From an optimization exercise on the open Yosys and OpenROAD flow, aimed at small area and a short achievable clock period; shortcuts taken in it are not production practice. Only simulation tests tie the RTL to the original design; equivalence was not proved.

==> inputs of onyx <==
// wifire_rx_queue
module wifire_rx_queue #(
  parameter int BASE       = 0,
  parameter int NSLOTS     = 4,
  parameter int MSDU_DEPTH = 128
) (
  input  logic        dsp_clk,
  input  logic        reset,
  input  logic        set_stb,
  input  logic [7:0]  set_addr,
  input  logic [31:0] set_data,
  input  logic        sfd_i,
  input  logic        hdr_valid_i,
  input  logic        msdu_valid_i,
  input  logic [6:0]  len_i,
  input  logic [15:0] frame_ctrl_i,
  input  logic [7:0]  seqno_i,
  input  logic [15:0] dst_pan_i,
  input  logic [15:0] src_pan_i,
  input  logic [63:0] dst_addr_i,
  input  logic [63:0] src_addr_i,
  input  logic [7:0]  msdu_i,
  input  logic [7:0]  msdu_pos_i,
  input  logic        msdu_stb_i,
  input  logic        wb_stb_i,
  input  logic        wb_we_i,
  input  logic [15:0] wb_adr_i,
  output logic [31:0] wb_dat_o,
  output logic        wb_ack_o,
  output logic        irq_o,
  output logic        irq_ovf_o
);
==> module wifire_msdu_ram, before the edit <==
module wifire_msdu_ram #(
  parameter int NSLOTS     = 4,
  parameter int MSDU_DEPTH = 128,
  parameter int TW         = $clog2(NSLOTS * MSDU_DEPTH)
) (
  input  logic                    dsp_clk,
  input  logic                    we_i,
  input  logic [TW-1:0]           waddr_i,
  input  logic [7:0]              wdata_i,
  input  logic [NSLOTS-1:0]       ssel_i,
  input  logic [MSDU_DEPTH/4-1:0] wsel_i,
  output logic [31:0]             rdata_o
);
  localparam int ROWS = NSLOTS * MSDU_DEPTH / 4;
  localparam int WPS  = MSDU_DEPTH / 4;
  logic [ROWS*32-1:0] mem_q;
  logic [WPS*32-1:0]  slot_w;
  for (genvar r = 0; r < ROWS; r++) begin : g_row
    for (genvar b = 0; b < 4; b++) begin : g_lane
      always_ff @(posedge dsp_clk) begin
        if (we_i && waddr_i == TW'(r * 4 + b)) mem_q[32*r + 8*b +: 8] <= wdata_i;
      end
    end
  end
  always_comb begin
    slot_w = '0;
    for (int s = 0; s < NSLOTS; s++)
      slot_w = slot_w | ({(WPS*32){ssel_i[s]}} & mem_q[WPS*32*s +: WPS*32]);
    rdata_o = '0;
    for (int k = 0; k < WPS; k++) rdata_o = rdata_o | ({32{wsel_i[k]}} & slot_w[32*k +: 32]);
  end
endmodule
clock: 7.0 ns
lec_check: 0
cap_margin: 20
core_margin: 2
core_utilization: 50
setup_slack_margin: 3.8
slew_margin: 20
tns_end_percent: 10
run.sh (not shown) runs the stock make flow with config.mk's settings and CLKGATE_MAP_FILE= SYNTH_SCRIPT=/design/flow/synth_recipe.tcl, a recipe that flattens the netlist after the stock synthesis.
==> lagoon (differences from onyx) <==
--- a/flow/design.v
+++ b/flow/design.v
@@ -54,10 +54,21 @@
   localparam int ROWS = NSLOTS * MSDU_DEPTH / 4;
   localparam int WPS  = MSDU_DEPTH / 4;
+  localparam int WW   = $clog2(WPS);
+  logic               we_q;
+  logic [TW-1:0]      wa_q;
+  logic [7:0]         wd_q;
   logic [ROWS*32-1:0] mem_q;
   logic [WPS*32-1:0]  slot_w;
+  logic [WPS*4-1:0]   hit;        
+  logic [3:0]         fwd;
+  always_ff @(posedge dsp_clk) begin
+    we_q <= we_i;
+    wa_q <= waddr_i;
+    wd_q <= wdata_i;
+  end
   for (genvar r = 0; r < ROWS; r++) begin : g_row
     for (genvar b = 0; b < 4; b++) begin : g_lane
       always_ff @(posedge dsp_clk) begin
-        if (we_i && waddr_i == TW'(r * 4 + b)) mem_q[32*r + 8*b +: 8] <= wdata_i;
+        if (we_q && wa_q == TW'(r * 4 + b)) mem_q[32*r + 8*b +: 8] <= wd_q;
       end
     end
@@ -67,6 +78,16 @@
     for (int s = 0; s < NSLOTS; s++)
       slot_w = slot_w | ({(WPS*32){ssel_i[s]}} & mem_q[WPS*32*s +: WPS*32]);
+    for (int k = 0; k < WPS; k++)
+      for (int b = 0; b < 4; b++)
+        hit[4*k + b] = we_q && ssel_i[wa_q[TW-1:WW+2]] && wa_q[WW+1:2] == WW'(k) && wa_q[1:0] == 2'(b);
     rdata_o = '0;
-    for (int k = 0; k < WPS; k++) rdata_o = rdata_o | ({32{wsel_i[k]}} & slot_w[32*k +: 32]);
+    fwd     = '0;
+    for (int k = 0; k < WPS; k++)
+      for (int b = 0; b < 4; b++) begin
+        rdata_o[8*b +: 8] = rdata_o[8*b +: 8] |
+                            ({8{wsel_i[k] & ~hit[4*k + b]}} & slot_w[32*k + 8*b +: 8]);
+        fwd[b] = fwd[b] | (wsel_i[k] & hit[4*k + b]);
+      end
+    for (int b = 0; b < 4; b++) rdata_o[8*b +: 8] = rdata_o[8*b +: 8] | ({8{fwd[b]}} & wd_q);
   end
 endmodule
--- a/flow/config.mk
+++ b/flow/config.mk
@@ -9,4 +9,6 @@
 export CORE_MARGIN = 2
 export CORE_UTILIZATION = 50
+export CTS_CLUSTER_DIAMETER = 100
+export CTS_CLUSTER_SIZE = 20
 export SETUP_SLACK_MARGIN = 3.8
 export SLEW_MARGIN = 20
==> impl_metrics.csv <==
group,metric,value,unit
placement,placed_area,0.218,mm²
timing,fin_crit,3.69,ns
worst_setup_path,reg2reg_to,"dat_q[12]",
cells_and_area,nClkBuffers,412,
cells_and_area,final-nonclk-buf-share,5.22,%
outcome,run_status,"complete, no violations",
worst_setup_path,regToRegSetupSlack,3.33,ns
grt,antenna_found_initial,69,
logic_synthesis,synth-compound-area-share,3.46,%
cells_and_area,multi_input_area_share,19.9,%
worst_setup_path,worstPathMaxFanout,22,
cells_and_area,signal_buffers,1028,
timing,slew_violations,0,
grt,use_met2,46.5,%
-- figures above: lagoon

==> impl_metrics.csv <==
group,metric,value,unit
outcome,run_status,"complete, but fails checks",
outcome,violatedChecks,"max-capacitance violations, max-slew violations",
worst_setup_path,critPathTopFamily,"buffers and inverters",
timing,max_clock_freq,0.277,GHz
job,drv_cap,1,
timing,slew_violations,33,
cells_and_area,signal_buffers,898,
worst_setup_path,reg2reg_to,"u_ram.mem_q[1457]",
worst_setup_path,worstPathMaxFanout,1,
grt,use_met2,48.7,%
grt,antenna_found_initial,65,
placement,placed_area,0.217,mm²
cells_and_area,nClkBuffers,712,
cells_and_area,final-nonclk-buf-share,4.31,%
timing,fin_crit,3.60,ns
cells_and_area,multi_input_area_share,18.9,%
clocking,cts_tree,"done",
worst_setup_path,regToRegSetupSlack,3.41,ns
-- figures above: onyx

[afterwards: timing with drivers on the ports]
The results above use ideal ports. As a check the final layouts listed here were re-extracted and re-timed, cells and wires unchanged. Step 1, drivers: a clkbuf_16 drives dsp_clk and a buf_2 each remaining input, both assumed. Step 2 moves the port delays by t, midway between the first and last clock arrival at a register: inputs arrive t later, outputs are due t later. That takes back most of the time a late clock gives input paths. a / b / c = ideal ports / drivers / drivers and shift; a / b = the first two.
run | t, ns | setup slack, ns | worst register clock-pin slew, ns
onyx | 1.168 | 3.396 / 3.227 / 2.059 | 0.07 / 0.07
lagoon | 1.093 | 3.314 / 3.312 / 2.219 | 0.09 / 0.09
For onyx, which loses most, drivers alone change the setup slack by -0.169 ns; drivers and shift together by -1.337 ns.
